Source: an optimization exercise on an open RTL-to-GDS flow (aim: small area, a short achievable clock period and few clock cycles per item). Production flows keep margins and buffers that such runs may drop.
At most, simulation tests tie the RTL to the original design; equivalence was not proved.

==> yarrow <==
==> flow/design.v (excerpt) <==
module aes128_round_seq
#(
    parameter int CNT_W = 32,
    parameter int NR    = 10
) (
    input  logic               clk,
    input  logic               rst,
    input  logic               in_valid,
    output logic               in_ready,
    input  logic [BLK_W-1:0]   in_text,
    input  logic [BLK_W-1:0]   in_key,
    output logic               out_valid,
    input  logic               out_ready,
    output logic [BLK_W-1:0]   out_data,
    output logic               busy
);
    function automatic logic [7:0] rcon(input logic [3:0] idx);
        case (idx)
            4'd1:    rcon = 8'h01;
            4'd2:    rcon = 8'h02;
            4'd3:    rcon = 8'h04;
            4'd4:    rcon = 8'h08;
            4'd5:    rcon = 8'h10;
            4'd6:    rcon = 8'h20;
            4'd7:    rcon = 8'h40;
            4'd8:    rcon = 8'h80;
            4'd9:    rcon = 8'h1b;
            4'd10:   rcon = 8'h36;
            default: rcon = 8'h00;
        endcase
    endfunction
    if (NR != AES_NR || CNT_W < 1) begin : g_bad_cfg
        $error("aes128_round_seq: NR must be 10 and CNT_W at least 1");
    end
    logic [BLK_W-1:0] st_q, st_d;
    logic [BLK_W-1:0] key_q, key_d;
    logic [BLK_W-1:0] out_q, out_d;
    logic       busy_q, busy_d;     
    logic [3:0] rnd_q, rnd_d;       
  ...
==> module aes_key_step, before the edit <==
module aes_key_step
(
    input  logic [BLK_W-1:0] key_in,
    input  logic [7:0]       rc,
    output logic [BLK_W-1:0] key_out
);
    logic [31:0] w0, w1, w2, w3;
    logic [31:0] w0r;
    logic [31:0] sub_w;
    logic [31:0] n0, n1, n2, n3;
    assign w0 = key_in[127:96];
    assign w1 = key_in[95:64];
    assign w2 = key_in[63:32];
    assign w3 = key_in[31:0];
    sub_bytes u_sb0 (.din(w3[23:16]), .dout(sub_w[31:24]));
    sub_bytes u_sb1 (.din(w3[15:8]),  .dout(sub_w[23:16]));
    sub_bytes u_sb2 (.din(w3[7:0]),   .dout(sub_w[15:8]));
    sub_bytes u_sb3 (.din(w3[31:24]), .dout(sub_w[7:0]));
    aes_xor8 u_rc (.a(w0[31:24]), .b(rc), .y(w0r[31:24]));
    assign w0r[23:0] = w0[23:0];
    aes_xor32 u_n0 (.a(w0r), .b(sub_w), .y(n0));
    aes_xor32 u_n1 (.a(w1),  .b(n0),    .y(n1));
    aes_xor32 u_n2 (.a(w2),  .b(n1),    .y(n2));
    aes_xor32 u_n3 (.a(w3),  .b(n2),    .y(n3));
    assign key_out = {n0, n1, n2, n3};
endmodule
==> module aes128_round_seq, before the edit <==
module aes128_round_seq
#(
    parameter int CNT_W = 32,
    parameter int NR    = 10
) (
    input  logic               clk,
    input  logic               rst,
    input  logic               in_valid,
    output logic               in_ready,
    input  logic [BLK_W-1:0]   in_text,
    input  logic [BLK_W-1:0]   in_key,
    output logic               out_valid,
    input  logic               out_ready,
    output logic [BLK_W-1:0]   out_data,
    output logic               busy
);
    function automatic logic [7:0] rcon(input logic [3:0] idx);
        case (idx)
            4'd1:    rcon = 8'h01;
            4'd2:    rcon = 8'h02;
            4'd3:    rcon = 8'h04;
            4'd4:    rcon = 8'h08;
            4'd5:    rcon = 8'h10;
            4'd6:    rcon = 8'h20;
            4'd7:    rcon = 8'h40;
            4'd8:    rcon = 8'h80;
            4'd9:    rcon = 8'h1b;
            4'd10:   rcon = 8'h36;
            default: rcon = 8'h00;
        endcase
    endfunction
    if (NR != AES_NR || CNT_W < 1) begin : g_bad_cfg
        $error("aes128_round_seq: NR must be 10 and CNT_W at least 1");
    end
    logic [BLK_W-1:0] st_q, st_d;
    logic [BLK_W-1:0] key_q, key_d;
    logic [BLK_W-1:0] out_q, out_d;
    logic       busy_q, busy_d;     
    logic [3:0] rnd_q, rnd_d;       
    logic       ov_q, ov_d;         
    logic       rdy_q, rdy_d;       
    logic       hold_q, hold_d;     
    logic [BLK_W-1:0] ark;
    logic [BLK_W-1:0] sr;
    logic [BLK_W-1:0] mc;
    logic [BLK_W-1:0] nk;
    logic [BLK_W-1:0] ct;
    for (genvar i = 0; i < 4; i++) begin : g_ark
        aes_xor32 u_ark (.a(st_q[32*i +: 32]), .b(key_q[32*i +: 32]), .y(ark[32*i +: 32]));
    end
    for (genvar c = 0; c < 4; c++) begin : g_col
        for (genvar r = 0; r < 4; r++) begin : g_row
            sub_bytes u_sb (
                .din  (ark[127 - 8*(r + 4*((c + r) % 4)) -: 8]),
                .dout (sr[127 - 8*(r + 4*c) -: 8])
            );
        end
    end
    for (genvar i = 0; i < 4; i++) begin : g_mc
        aes_mix_column u_mc (.din(sr[32*i +: 32]), .dout(mc[32*i +: 32]));
    end
    aes_key_step u_key_step (
        .key_in  (key_q),
        .rc      (rcon(rnd_q)),
        .key_out (nk)
    );
    logic [95:0] srw;
    for (genvar i = 0; i < 3; i++) begin : g_srw
        aes_xor32 u_srw (.a(sr[32*i +: 32]), .b(key_q[32*i +: 32]), .y(srw[32*i +: 32]));
    end
    aes_xor32 u_ct0 (.a(sr[127:96]), .b(nk[127:96]), .y(ct[127:96]));
    aes_xor32 u_ct1 (.a(srw[95:64]), .b(nk[127:96]), .y(ct[95:64]));
    aes_xor32 u_ct2 (.a(srw[63:32]), .b(nk[95:64]),  .y(ct[63:32]));
    aes_xor32 u_ct3 (.a(srw[31:0]),  .b(nk[63:32]),  .y(ct[31:0]));
    logic last;        
    logic fin;         
    logic take;        
    logic step;        
    logic out_fire;
    assign last     = busy_q && (rnd_q == 4'd10);
    assign fin      = last && !ov_q;
    assign take     = rdy_q && in_valid;
    assign step     = !rdy_q && !hold_q;
    assign out_fire = ov_q && out_ready;
    assign st_d  = ({BLK_W{rdy_q}}  & in_text)
                 | ({BLK_W{hold_q}} & st_q)
                 | ({BLK_W{step}}   & mc);
    assign key_d = ({BLK_W{rdy_q}}  & in_key)
                 | ({BLK_W{hold_q}} & key_q)
                 | ({BLK_W{step}}   & nk);
    logic out_keep;
    assign out_keep = !fin && !out_ready && !rst;
    assign out_d = ({BLK_W{fin && !rst}} & ct) | ({BLK_W{out_keep}} & out_q);
    always_comb begin
        busy_d = take || (busy_q && !fin);
        rnd_d  = take ? 4'd1 : (busy_q && !last) ? rnd_q + 4'd1 : rnd_q;
        ov_d   = fin || (ov_q && !out_ready);
        rdy_d  = !busy_d || ((rnd_d == 4'd10) && !ov_d);
        hold_d = busy_d && (rnd_d == 4'd10) && ov_d;
    end
    always_ff @(posedge clk) begin
        st_q  <= st_d;
        key_q <= key_d;
        out_q <= out_d;
    end
    always_ff @(posedge clk or posedge rst) begin
        if (rst) begin
            busy_q <= 1'b0;
            rnd_q  <= 4'd0;
            ov_q   <= 1'b0;
            rdy_q  <= 1'b1;
            hold_q <= 1'b0;
        end else begin
            busy_q <= busy_d;
            rnd_q  <= rnd_d;
            ov_q   <= ov_d;
            rdy_q  <= rdy_d;
            hold_q <= hold_d;
        end
    end
    assign in_ready  = rdy_q;
    assign out_valid = ov_q;
    assign busy      = busy_q;
    assign out_data  = out_q;
endmodule
clock: 20.0 ns
lec_check: 0
cap_margin: 20
core_margin: 2
core_utilization: 50
setup_slack_margin: 0.4
slew_margin: 20
synth_hierarchical: 1
run.sh (not shown) runs the stock make flow with config.mk's settings and CLKGATE_MAP_FILE= SYNTH_SCRIPT=/design/flow/synth_recipe.tcl, a recipe that flattens the netlist after the stock synthesis.
==> delta (differences from yarrow) <==
--- a/flow/design.v
+++ b/flow/design.v
@@ -202,10 +202,14 @@
     sub_bytes u_sb3 (.din(w3[31:24]), .dout(sub_w[7:0]));
     aes_xor8 u_rc (.a(w0[31:24]), .b(rc), .y(w0r[31:24]));
     assign w0r[23:0] = w0[23:0];
+    logic [31:0] p1, p2, p3;
+    aes_xor32 u_p1 (.a(w0r), .b(w1), .y(p1));
+    aes_xor32 u_p2 (.a(p1),  .b(w2), .y(p2));
+    aes_xor32 u_p3 (.a(p2),  .b(w3), .y(p3));
     aes_xor32 u_n0 (.a(w0r), .b(sub_w), .y(n0));
-    aes_xor32 u_n1 (.a(w1),  .b(n0),    .y(n1));
-    aes_xor32 u_n2 (.a(w2),  .b(n1),    .y(n2));
-    aes_xor32 u_n3 (.a(w3),  .b(n2),    .y(n3));
+    aes_xor32 u_n1 (.a(p1),  .b(sub_w), .y(n1));
+    aes_xor32 u_n2 (.a(p2),  .b(sub_w), .y(n2));
+    aes_xor32 u_n3 (.a(p3),  .b(sub_w), .y(n3));
     assign key_out = {n0, n1, n2, n3};
 endmodule
 import aes_pkg::*;
@@ -283,14 +287,18 @@
     if (NR != AES_NR || CNT_W < 1) begin : g_bad_cfg
         $error("aes128_round_seq: NR must be 10 and CNT_W at least 1");
     end
-    logic [BLK_W-1:0] st_q, st_d;
-    logic [BLK_W-1:0] key_q, key_d;
+    logic [BLK_W-1:0] st_q, st_d;       
+    logic [BLK_W-1:0] key_q, key_d;     
+    logic [BLK_W-1:0] psr_q, psr_d;     
+    logic [BLK_W-1:0] pnk_q, pnk_d;     
     logic [BLK_W-1:0] out_q, out_d;
-    logic       busy_q, busy_d;     
-    logic [3:0] rnd_q, rnd_d;       
-    logic       ov_q, ov_d;         
-    logic       rdy_q, rdy_d;       
-    logic       hold_q, hold_d;     
+    logic       va_q, va_d;             
+    logic [3:0] rnda_q, rnda_d;         
+    logic       vb_q, vb_d;             
+    logic [3:0] rndb_q, rndb_d;         
+    logic       ov_q, ov_d;             
+    logic       rdy_q, rdy_d;           
+    logic       busy_q, busy_d;
     logic [BLK_W-1:0] ark;
     logic [BLK_W-1:0] sr;
     logic [BLK_W-1:0] mc;
@@ -307,66 +315,80 @@
             );
         end
     end
-    for (genvar i = 0; i < 4; i++) begin : g_mc
-        aes_mix_column u_mc (.din(sr[32*i +: 32]), .dout(mc[32*i +: 32]));
-    end
     aes_key_step u_key_step (
         .key_in  (key_q),
-        .rc      (rcon(rnd_q)),
+        .rc      (rcon(rnda_q)),
         .key_out (nk)
     );
-    logic [95:0] srw;
-    for (genvar i = 0; i < 3; i++) begin : g_srw
-        aes_xor32 u_srw (.a(sr[32*i +: 32]), .b(key_q[32*i +: 32]), .y(srw[32*i +: 32]));
-    end
-    aes_xor32 u_ct0 (.a(sr[127:96]), .b(nk[127:96]), .y(ct[127:96]));
-    aes_xor32 u_ct1 (.a(srw[95:64]), .b(nk[127:96]), .y(ct[95:64]));
-    aes_xor32 u_ct2 (.a(srw[63:32]), .b(nk[95:64]),  .y(ct[63:32]));
-    aes_xor32 u_ct3 (.a(srw[31:0]),  .b(nk[63:32]),  .y(ct[31:0]));
-    logic last;        
+    for (genvar i = 0; i < 4; i++) begin : g_mc
+        aes_mix_column u_mc (.din(psr_q[32*i +: 32]), .dout(mc[32*i +: 32]));
+    end
+    for (genvar i = 0; i < 4; i++) begin : g_ct
+        aes_xor32 u_ct (.a(psr_q[32*i +: 32]), .b(pnk_q[32*i +: 32]), .y(ct[32*i +: 32]));
+    end
+    logic lastb;       
+    logic hold;        
     logic fin;         
+    logic selb;        
     logic take;        
-    logic step;        
-    logic out_fire;
-    assign last     = busy_q && (rnd_q == 4'd10);
-    assign fin      = last && !ov_q;
-    assign take     = rdy_q && in_valid;
-    assign step     = !rdy_q && !hold_q;
-    assign out_fire = ov_q && out_ready;
-    assign st_d  = ({BLK_W{rdy_q}}  & in_text)
-                 | ({BLK_W{hold_q}} & st_q)
-                 | ({BLK_W{step}}   & mc);
-    assign key_d = ({BLK_W{rdy_q}}  & in_key)
-                 | ({BLK_W{hold_q}} & key_q)
-                 | ({BLK_W{step}}   & nk);
+    assign lastb = vb_q && (rndb_q == 4'd10);
+    assign hold  = lastb && ov_q && !out_ready;
+    assign fin   = lastb && !hold;
+    assign selb  = vb_q && !lastb;
+    assign take  = rdy_q && in_valid;
+    assign st_d  = ({BLK_W{rdy_q}} & in_text)
+                 | ({BLK_W{hold}}  & st_q)
+                 | ({BLK_W{selb}}  & mc);
+    assign key_d = ({BLK_W{rdy_q}} & in_key)
+                 | ({BLK_W{hold}}  & key_q)
+                 | ({BLK_W{selb}}  & pnk_q);
+    assign psr_d = hold ? psr_q : sr;
+    assign pnk_d = hold ? pnk_q : nk;
+    logic out_load;
     logic out_keep;
+    assign out_load = fin && !rst;
     assign out_keep = !fin && !out_ready && !rst;
-    assign out_d = ({BLK_W{fin && !rst}} & ct) | ({BLK_W{out_keep}} & out_q);
+    assign out_d = ({BLK_W{out_load}} & ct) | ({BLK_W{out_keep}} & out_q);
     always_comb begin
-        busy_d = take || (busy_q && !fin);
-        rnd_d  = take ? 4'd1 : (busy_q && !last) ? rnd_q + 4'd1 : rnd_q;
+        if (hold) begin
+            va_d   = va_q;
+            rnda_d = rnda_q;
+            vb_d   = vb_q;
+            rndb_d = rndb_q;
+        end else begin
+            va_d   = selb || take;
+            rnda_d = selb ? rndb_q + 4'd1 : 4'd1;
+            vb_d   = va_q;
+            rndb_d = rnda_q;
+        end
         ov_d   = fin || (ov_q && !out_ready);
-        rdy_d  = !busy_d || ((rnd_d == 4'd10) && !ov_d);
-        hold_d = busy_d && (rnd_d == 4'd10) && ov_d;
+        rdy_d  = !vb_d || ((rndb_d == 4'd10) && !ov_d);
+        busy_d = va_d || vb_d;
     end
     always_ff @(posedge clk) begin
         st_q  <= st_d;
         key_q <= key_d;
+        psr_q <= psr_d;
+        pnk_q <= pnk_d;
         out_q <= out_d;
     end
     always_ff @(posedge clk or posedge rst) begin
         if (rst) begin
-            busy_q <= 1'b0;
-            rnd_q  <= 4'd0;
+            va_q   <= 1'b0;
+            rnda_q <= 4'd0;
+            vb_q   <= 1'b0;
+            rndb_q <= 4'd0;
             ov_q   <= 1'b0;
             rdy_q  <= 1'b1;
-            hold_q <= 1'b0;
+            busy_q <= 1'b0;
         end else begin
-            busy_q <= busy_d;
-            rnd_q  <= rnd_d;
+            va_q   <= va_d;
+            rnda_q <= rnda_d;
+            vb_q   <= vb_d;
+            rndb_q <= rndb_d;
             ov_q   <= ov_d;
             rdy_q  <= rdy_d;
-            hold_q <= hold_d;
+            busy_q <= busy_d;
         end
     end
     assign in_ready  = rdy_q;
==> flow/flow/run.sh (new file) <==
#!/bin/bash
set -euo pipefail
PORTBUF="BUFFER_PORTS_ARGS=-buffer_cell sky130_fd_sc_hd__buf_1"
bash standard.sh SETUP_SLACK_MARGIN=0.4 "$PORTBUF" cts > flow_make_cts.log 2>&1
bash standard.sh "$PORTBUF" finish > flow_make_finish.log 2>&1
==> flow/standard.sh (new file) <==
#!/bin/bash
# synth_recipe.tcl (not shown) runs the flow's synth.tcl, then flattens the netlist and writes it again
# the make line also repeats each setting of config.mk as NAME=value (left out here)
make -C /OpenROAD-flow-scripts/flow DESIGN_CONFIG=/design/flow/config.mk WORK_HOME=/design/flow/orfs CLKGATE_MAP_FILE= SYNTH_SCRIPT=/design/flow/synth_recipe.tcl "${@:-finish}"
--- a/flow/config.mk
+++ b/flow/config.mk
@@ -7,7 +7,7 @@
 export LEC_CHECK = 0
 export CAP_MARGIN = 20
 export CORE_MARGIN = 2
-export CORE_UTILIZATION = 50
+export CORE_UTILIZATION = 60
 export SETUP_SLACK_MARGIN = 0.4
 export SLEW_MARGIN = 20
 export SYNTH_HIERARCHICAL = 1
removed: flow/run.sh
==> sierra (differences from yarrow) <==
--- a/flow/design.v
+++ b/flow/design.v
@@ -202,10 +202,14 @@
     sub_bytes u_sb3 (.din(w3[31:24]), .dout(sub_w[7:0]));
     aes_xor8 u_rc (.a(w0[31:24]), .b(rc), .y(w0r[31:24]));
     assign w0r[23:0] = w0[23:0];
+    logic [31:0] p1, p2, p3;
+    aes_xor32 u_p1 (.a(w0r), .b(w1), .y(p1));
+    aes_xor32 u_p2 (.a(p1),  .b(w2), .y(p2));
+    aes_xor32 u_p3 (.a(p2),  .b(w3), .y(p3));
     aes_xor32 u_n0 (.a(w0r), .b(sub_w), .y(n0));
-    aes_xor32 u_n1 (.a(w1),  .b(n0),    .y(n1));
-    aes_xor32 u_n2 (.a(w2),  .b(n1),    .y(n2));
-    aes_xor32 u_n3 (.a(w3),  .b(n2),    .y(n3));
+    aes_xor32 u_n1 (.a(p1),  .b(sub_w), .y(n1));
+    aes_xor32 u_n2 (.a(p2),  .b(sub_w), .y(n2));
+    aes_xor32 u_n3 (.a(p3),  .b(sub_w), .y(n3));
     assign key_out = {n0, n1, n2, n3};
 endmodule
 import aes_pkg::*;
@@ -315,33 +319,28 @@
         .rc      (rcon(rnd_q)),
         .key_out (nk)
     );
-    logic [95:0] srw;
-    for (genvar i = 0; i < 3; i++) begin : g_srw
-        aes_xor32 u_srw (.a(sr[32*i +: 32]), .b(key_q[32*i +: 32]), .y(srw[32*i +: 32]));
+    for (genvar i = 0; i < 4; i++) begin : g_ct
+        aes_xor32 u_ct (.a(sr[32*i +: 32]), .b(nk[32*i +: 32]), .y(ct[32*i +: 32]));
     end
-    aes_xor32 u_ct0 (.a(sr[127:96]), .b(nk[127:96]), .y(ct[127:96]));
-    aes_xor32 u_ct1 (.a(srw[95:64]), .b(nk[127:96]), .y(ct[95:64]));
-    aes_xor32 u_ct2 (.a(srw[63:32]), .b(nk[95:64]),  .y(ct[63:32]));
-    aes_xor32 u_ct3 (.a(srw[31:0]),  .b(nk[63:32]),  .y(ct[31:0]));
     logic last;        
     logic fin;         
     logic take;        
     logic step;        
-    logic out_fire;
     assign last     = busy_q && (rnd_q == 4'd10);
     assign fin      = last && !ov_q;
     assign take     = rdy_q && in_valid;
     assign step     = !rdy_q && !hold_q;
-    assign out_fire = ov_q && out_ready;
     assign st_d  = ({BLK_W{rdy_q}}  & in_text)
                  | ({BLK_W{hold_q}} & st_q)
                  | ({BLK_W{step}}   & mc);
     assign key_d = ({BLK_W{rdy_q}}  & in_key)
                  | ({BLK_W{hold_q}} & key_q)
                  | ({BLK_W{step}}   & nk);
+    logic out_load;
     logic out_keep;
+    assign out_load = fin && !rst;
     assign out_keep = !fin && !out_ready && !rst;
-    assign out_d = ({BLK_W{fin && !rst}} & ct) | ({BLK_W{out_keep}} & out_q);
+    assign out_d = ({BLK_W{out_load}} & ct) | ({BLK_W{out_keep}} & out_q);
     always_comb begin
         busy_d = take || (busy_q && !fin);
         rnd_d  = take ? 4'd1 : (busy_q && !last) ? rnd_q + 4'd1 : rnd_q;
==> flow/flow/run.sh (new file) <==
#!/bin/bash
set -euo pipefail
PORTBUF="BUFFER_PORTS_ARGS=-buffer_cell sky130_fd_sc_hd__buf_1"
bash standard.sh SETUP_SLACK_MARGIN=13.5 "$PORTBUF" cts > flow_make_cts.log 2>&1
bash standard.sh "$PORTBUF" finish > flow_make_finish.log 2>&1
==> flow/standard.sh (new file) <==
#!/bin/bash
# synth_recipe.tcl (not shown) runs the flow's synth.tcl, then flattens the netlist and writes it again
# the make line also repeats each setting of config.mk as NAME=value (left out here)
make -C /OpenROAD-flow-scripts/flow DESIGN_CONFIG=/design/flow/config.mk WORK_HOME=/design/flow/orfs CLKGATE_MAP_FILE= SYNTH_SCRIPT=/design/flow/synth_recipe.tcl "${@:-finish}"
--- a/flow/config.mk
+++ b/flow/config.mk
@@ -7,7 +7,10 @@
 export LEC_CHECK = 0
 export CAP_MARGIN = 20
 export CORE_MARGIN = 2
-export CORE_UTILIZATION = 50
+export CORE_UTILIZATION = 60
+export CTS_BUF_LIST = sky130_fd_sc_hd__clkbuf_8 sky130_fd_sc_hd__clkbuf_16
+export CTS_CLUSTER_DIAMETER = 60
+export CTS_CLUSTER_SIZE = 20
 export SETUP_SLACK_MARGIN = 0.4
 export SLEW_MARGIN = 20
 export SYNTH_HIERARCHICAL = 1
removed: flow/run.sh
==> results.txt <==
	sierra	yarrow	delta
Result of the run	timing/DRC/antenna clean	timing/DRC/antenna clean	timing/DRC/antenna clean
Relative area of clock buffers and inverters in the final design	3.46%	3.61%	4.68%
Clock Pin Slew Worst Setup and Hold Paths	0.08 ns	0.06 ns	0.06 ns
Via-per-instance ratio	5.56	5.27	5.63
Starting utilization of the core area	60.7%	50.6%	60.8%
Post-route clock skew	0.0257 ns	0.0379 ns	0.0279 ns
Inverter count of the layout excluding clock inverters	6	6	133
Pin count of the biggest net entering global routing	208	189	117
Post-synthesis compound-gate area fraction	7.67%	7.67%	7.54%
Worst-path cell with the longest stage delay	xor2_1	xor2_1	buf_4
Maximum net fanout on the critical path	4	7	90
Relative area change from synthesis to final layout	12.8%	16.6%	10.2%
Max stage delay on crit path	0.61 ns	0.92 ns	0.92 ns
Placed Instances	6065	6272	6536
Testbench counts of sierra, summed over its fixed seeds: cycles 20,496, items 2,048.
The RTL of yarrow and delta was laid out without a check of its function.

port drivers added, routing unchanged:
The results above use ideal ports. As a check the final layouts listed here were re-extracted and re-timed, cells and wires unchanged. Step 1: set_driving_cell puts a clkbuf_16 on clk and a buf_2 on each other input, an assumption about the parent block. Step 2 moves the port delays by t, midway between the first and last clock arrival at a register: inputs arrive t later, outputs are due t later. That takes back most of the time a late clock gives input paths. a / b / c = ideal / step 1 / step 2; a / b = the first two.
run | t (ns) | setup WS [ns] | pins driven straight from the clock port
yarrow | 0.680 | 12.333 / 12.333 / 12.333 | 1
delta | 0.685 | 12.433 / 12.472 / 11.786 | 1
sierra | 0.664 | 13.231 / 13.231 / 13.231 | 1
After both steps every run listed still meets setup and hold. The setup slack of delta, which loses most, moves by +0.039 ns with the drivers and by -0.647 ns with both steps.
